What follows belongs to an exercise in optimizing a design on an open flow for small area and few clock cycles; a production flow would make more cautious choices. Function was checked by simulation only, so behaviour that the tests miss may differ from the original.

==> job 1577 <==
// ycbcrBlockTop
module ycbcrBlockTop (
    input  logic        clk,
    input  logic        rst_n,
    input  logic        enable,
    input  logic [63:0] rdData,
    output logic [10:0] rdAddr,
    output logic [10:0] wrAddr,
    output logic [63:0] wrData,
    output logic        wen,
    output logic        valid
);
    localparam logic [5:0] LastT = 6'd52;
    logic [5:0] t;
    logic [1:0] ph;      
    wire idle  = (t == 6'd0) | (t == LastT);
    wire start = enable & idle;
    always_ff @(posedge clk) begin
        if (!rst_n) begin
            t  <= 6'd0;
            ph <= 2'd0;
        end else if (start) begin
            t  <= 6'd1;
            ph <= 2'd1;
        end else if (idle) begin
            t  <= 6'd0;
            ph <= 2'd0;
        end else begin
            t  <= t + 6'd1;
            ph <= (ph == 2'd2) ? 2'd0 : ph + 2'd1;
        end
    end
    assign rdAddr = {5'd0, (t[5] & t[4]) ? 6'd0 : t};
    assign wrAddr = {5'd0, t - 6'd5};
    assign wen    = (t < 6'd5);
    assign valid  = (t == LastT);
    logic [63:0] s0, s1;
    logic [31:0] s2h;
    always_ff @(posedge clk) begin
        s0  <= rdData;
        s1  <= s0;
        s2h <= s1[31:0];
    end
    wire selLo = (ph == 2'd0);
    logic [31:0] yU, cbU, crU;
    for (genvar j = 0; j < 4; j++) begin : gU
        logic [7:0] r, g, b;
        logic [8:0] d, e, dP, eP, cb9, cr9;
        logic [7:0] gP, y;
        assign r = selLo ? s1[63 - 8 * j -: 8]     : s2h[31 - 8 * j -: 8];
        assign g = selLo ? s0[63 - 8 * j -: 8]     : s1[31 - 8 * j -: 8];
        assign b = selLo ? rdData[63 - 8 * j -: 8] : s0[31 - 8 * j -: 8];
        ycc_stA uA (.r(r), .g(g), .b(b), .d(d), .e(e));
        always_ff @(posedge clk) begin
            dP <= d;
            eP <= e;
            gP <= g;
        end
        ycc_stB uB (.d(dP), .e(eP), .g(gP), .y(y), .cb(cb9), .cr(cr9));
  ...
export LEC_CHECK = 0
export CAP_MARGIN = 20
export CORE_MARGIN = 2
export CORE_UTILIZATION = 40
export SLEW_MARGIN = 20
export SYNTH_HIERARCHICAL = 1
export SYNTH_MINIMUM_KEEP_SIZE = 0
create_clock -name core_clock -period 8.0 [get_ports {clk}]
run.sh (not shown) runs the stock make flow with config.mk's settings and CLKGATE_MAP_FILE= SYNTH_SCRIPT=/design/flow/synth_recipe.tcl, a recipe that flattens the netlist after the stock synthesis.
==> job 4476 (differences from job 1577) <==
--- a/flow/design.v
+++ b/flow/design.v
@@ -13,11 +13,11 @@
     assign co = a & b;
 endmodule
 module ycc_stA (
     input  logic [7:0] r,
     input  logic [7:0] g,
-    input  logic [7:0] b,
+    input  logic [7:0] nb,
     output logic [8:0] d,
     output logic [8:0] e
 );
     wire a1;
     wire a2;
@@ -60,49 +60,33 @@
     wire i_g_7;
     assign i_g_7 = ~g[7];
     ycc_fa ua15 (.a(r[7]), .b(i_g_7), .c(a14), .s(a15), .co(a16));
     wire a17;
     wire a18;
-    wire i_b_0;
-    assign i_b_0 = ~b[0];
-    assign a17 = ~(g[0] ^ i_b_0);
-    assign a18 = g[0] | i_b_0;
+    assign a17 = ~(g[0] ^ nb[0]);
+    assign a18 = g[0] | nb[0];
     wire a19;
     wire a20;
-    wire i_b_1;
-    assign i_b_1 = ~b[1];
-    ycc_fa ua19 (.a(g[1]), .b(i_b_1), .c(a18), .s(a19), .co(a20));
+    ycc_fa ua19 (.a(g[1]), .b(nb[1]), .c(a18), .s(a19), .co(a20));
     wire a21;
     wire a22;
-    wire i_b_2;
-    assign i_b_2 = ~b[2];
-    ycc_fa ua21 (.a(g[2]), .b(i_b_2), .c(a20), .s(a21), .co(a22));
+    ycc_fa ua21 (.a(g[2]), .b(nb[2]), .c(a20), .s(a21), .co(a22));
     wire a23;
     wire a24;
-    wire i_b_3;
-    assign i_b_3 = ~b[3];
-    ycc_fa ua23 (.a(g[3]), .b(i_b_3), .c(a22), .s(a23), .co(a24));
+    ycc_fa ua23 (.a(g[3]), .b(nb[3]), .c(a22), .s(a23), .co(a24));
     wire a25;
     wire a26;
-    wire i_b_4;
-    assign i_b_4 = ~b[4];
-    ycc_fa ua25 (.a(g[4]), .b(i_b_4), .c(a24), .s(a25), .co(a26));
+    ycc_fa ua25 (.a(g[4]), .b(nb[4]), .c(a24), .s(a25), .co(a26));
     wire a27;
     wire a28;
-    wire i_b_5;
-    assign i_b_5 = ~b[5];
-    ycc_fa ua27 (.a(g[5]), .b(i_b_5), .c(a26), .s(a27), .co(a28));
+    ycc_fa ua27 (.a(g[5]), .b(nb[5]), .c(a26), .s(a27), .co(a28));
     wire a29;
     wire a30;
-    wire i_b_6;
-    assign i_b_6 = ~b[6];
-    ycc_fa ua29 (.a(g[6]), .b(i_b_6), .c(a28), .s(a29), .co(a30));
+    ycc_fa ua29 (.a(g[6]), .b(nb[6]), .c(a28), .s(a29), .co(a30));
     wire a31;
     wire a32;
-    wire i_b_7;
-    assign i_b_7 = ~b[7];
-    ycc_fa ua31 (.a(g[7]), .b(i_b_7), .c(a30), .s(a31), .co(a32));
+    ycc_fa ua31 (.a(g[7]), .b(nb[7]), .c(a30), .s(a31), .co(a32));
     wire i_a16;
     assign i_a16 = ~a16;
     wire i_a32;
     assign i_a32 = ~a32;
     assign d[0] = a1;
@@ -674,37 +658,36 @@
         s2h <= s1[31:0];
     end
     wire selLo = (ph == 2'd0);
     logic [31:0] yU, cbU, crU;
     for (genvar j = 0; j < 4; j++) begin : gU
-        logic [7:0] r, g, b;
+        logic [7:0] r, g, nb;
         logic [8:0] d, e, dP, eP, cb9, cr9;
-        logic [7:0] gP, y;
+        logic [7:0] gB, y;
         assign r = selLo ? s1[63 - 8 * j -: 8]     : s2h[31 - 8 * j -: 8];
         assign g = selLo ? s0[63 - 8 * j -: 8]     : s1[31 - 8 * j -: 8];
-        assign b = selLo ? rdData[63 - 8 * j -: 8] : s0[31 - 8 * j -: 8];
-        ycc_stA uA (.r(r), .g(g), .b(b), .d(d), .e(e));
+        assign nb = ~(selLo ? rdData[63 - 8 * j -: 8] : s0[31 - 8 * j -: 8]);
+        ycc_stA uA (.r(r), .g(g), .nb(nb), .d(d), .e(e));
         always_ff @(posedge clk) begin
             dP <= d;
             eP <= e;
-            gP <= g;
         end
-        ycc_stB uB (.d(dP), .e(eP), .g(gP), .y(y), .cb(cb9), .cr(cr9));
+        assign gB = (ph == 2'd1) ? s1[63 - 8 * j -: 8] : s2h[31 - 8 * j -: 8];
+        ycc_stB uB (.d(dP), .e(eP), .g(gB), .y(y), .cb(cb9), .cr(cr9));
         assign yU[31 - 8 * j -: 8]  = y;
         assign cbU[31 - 8 * j -: 8] = cb9[7:0] | {8{cb9[8]}};
         assign crU[31 - 8 * j -: 8] = cr9[7:0] | {8{cr9[8]}};
     end
-    logic [31:0] l1, l2, l3, h1, h2;
+    logic [31:0] l1, l2, c3, h1;
     always_ff @(posedge clk) begin
         if (ph == 2'd1) begin
             l1 <= yU;
             l2 <= cbU;
         end else begin
             l1 <= l2;
-            l2 <= l3;
+            l2 <= c3;
         end
-        l3 <= crU;
-        h1 <= (ph == 2'd2) ? cbU : h2;
-        h2 <= crU;
+        c3 <= crU;
+        h1 <= (ph == 2'd2) ? cbU : c3;
     end
     assign wrData = {l1, (ph == 2'd2) ? yU : h1};
 endmodule
==> flow/flow/run.sh (new file) <==
#!/bin/bash
# The standard layout (standard.sh: standard synthesis, floorplan, place, CTS, route),
# with two changes: the buffers that buffer_ports puts on every input and output port are
# sky130_fd_sc_hd__buf_1 cells instead of the default sky130_fd_sc_hd__clkdlybuf4s50_1, and
# CTS (clkbuf_16 buffers, clusters of up to 30 sinks within 60 um) inserts no dummy loads.
# The whole make output goes to standard_flow.log; ORFS keeps each step's log in orfs/logs.
set -euo pipefail
export BUFFER_PORTS_ARGS="-buffer_cell sky130_fd_sc_hd__buf_1"
export CTS_ARGS="-sink_clustering_enable -repair_clock_nets -sink_clustering_size 30 -sink_clustering_max_diameter 60 -buf_list sky130_fd_sc_hd__clkbuf_16 -dont_use_dummy_load"
bash standard.sh > standard_flow.log 2>&1
==> flow/standard.sh (new file) <==
#!/bin/bash
# synth_recipe.tcl (not shown) runs the flow's synth.tcl, then flattens the netlist and writes it again
# the make line also repeats each setting of config.mk as NAME=value (left out here)
make -C /OpenROAD-flow-scripts/flow DESIGN_CONFIG=/design/flow/config.mk WORK_HOME=/design/flow/orfs CLKGATE_MAP_FILE= SYNTH_SCRIPT=/design/flow/synth_recipe.tcl "${@:-finish}"
- CTS_BUF_LIST: unset -> sky130_fd_sc_hd__clkbuf_8
- CTS_CLUSTER_DIAMETER: unset -> 60
- CTS_CLUSTER_SIZE: unset -> 20
removed: flow/run.sh
==> comparison table <==
| metric | job 4476 | job 1577 |
|---|---|---|
| Final Non-Filler Cells | 2,755 | 2,889 |
| Number of search-and-repair iterations in the first detailed-routing pass | 4 | 5 |
| Post-detailed-route via-to-cell ratio | 4.64 | 4.55 |
| Met3 wire len | 2010 µm | 1790 µm |
| Count of placed standard cells including taps | 2,718 | 2,803 |
| Result of the run | complete, no violations | complete, no violations |
| Final critical-path setup slack | 0.232 ns | 0.161 ns |
| Final critical delay including setup and external delays | 7.77 ns | 7.84 ns |
| Seq_cells | 368 | 400 |
| Setup repair bufs after CTS | 3 | 1 |
| Origin of the critical flop-to-flop path | gU[1].dP[2]$_DFF_P_ | gU[2].dP[3]$_DFF_P_ |
| Post-Synthesis Mean Instance Area | 12.7 µm² | 12.7 µm² |
| Crit Reg-Reg Endpoint | l2[18]$_DFF_P_ | l2[9]$_DFF_P_ |
| Adder-cell area share of the yosys netlist | 0.420 | 0.414 |
| Placer Congestion | 0.885 | 0.898 |
Testbench counts of job 1577, summed over its fixed seeds: cycles 3,336.
Testbench counts of job 4476, summed over its fixed seeds: cycles 3,336.

separate check: timing with driven ports:
The results above use ideal ports. As a check the final layouts listed here were re-extracted and re-timed, cells and wires unchanged.
Step 1, drivers: a clkbuf_16 drives clk and a buf_2 each remaining input, both assumed.
Step 2 moves the port delays by t, midway between the first and last clock arrival at a register: inputs arrive t later, outputs are due t later. That takes back most of the time a late clock gives input paths.
Slacks: ideal ports / drivers / drivers and shift; pairs: ideal ports / drivers.
| run | shift t [ns] | slack for setup (ns) | worst setup path at the end | slew at the worst register clock pin (ns) | cell pins on the clock port's net |
|---|---|---|---|---|---|
| job 1577 | 0.623 | 0.161 / 0.103 / 0.336 | register to register | 0.07 / 0.07 | 1 |
| job 4476 | 0.611 | 0.232 / 0.179 / 0.348 | register to register | 0.09 / 0.09 | 1 |
After both steps setup and hold are still met in every run listed.
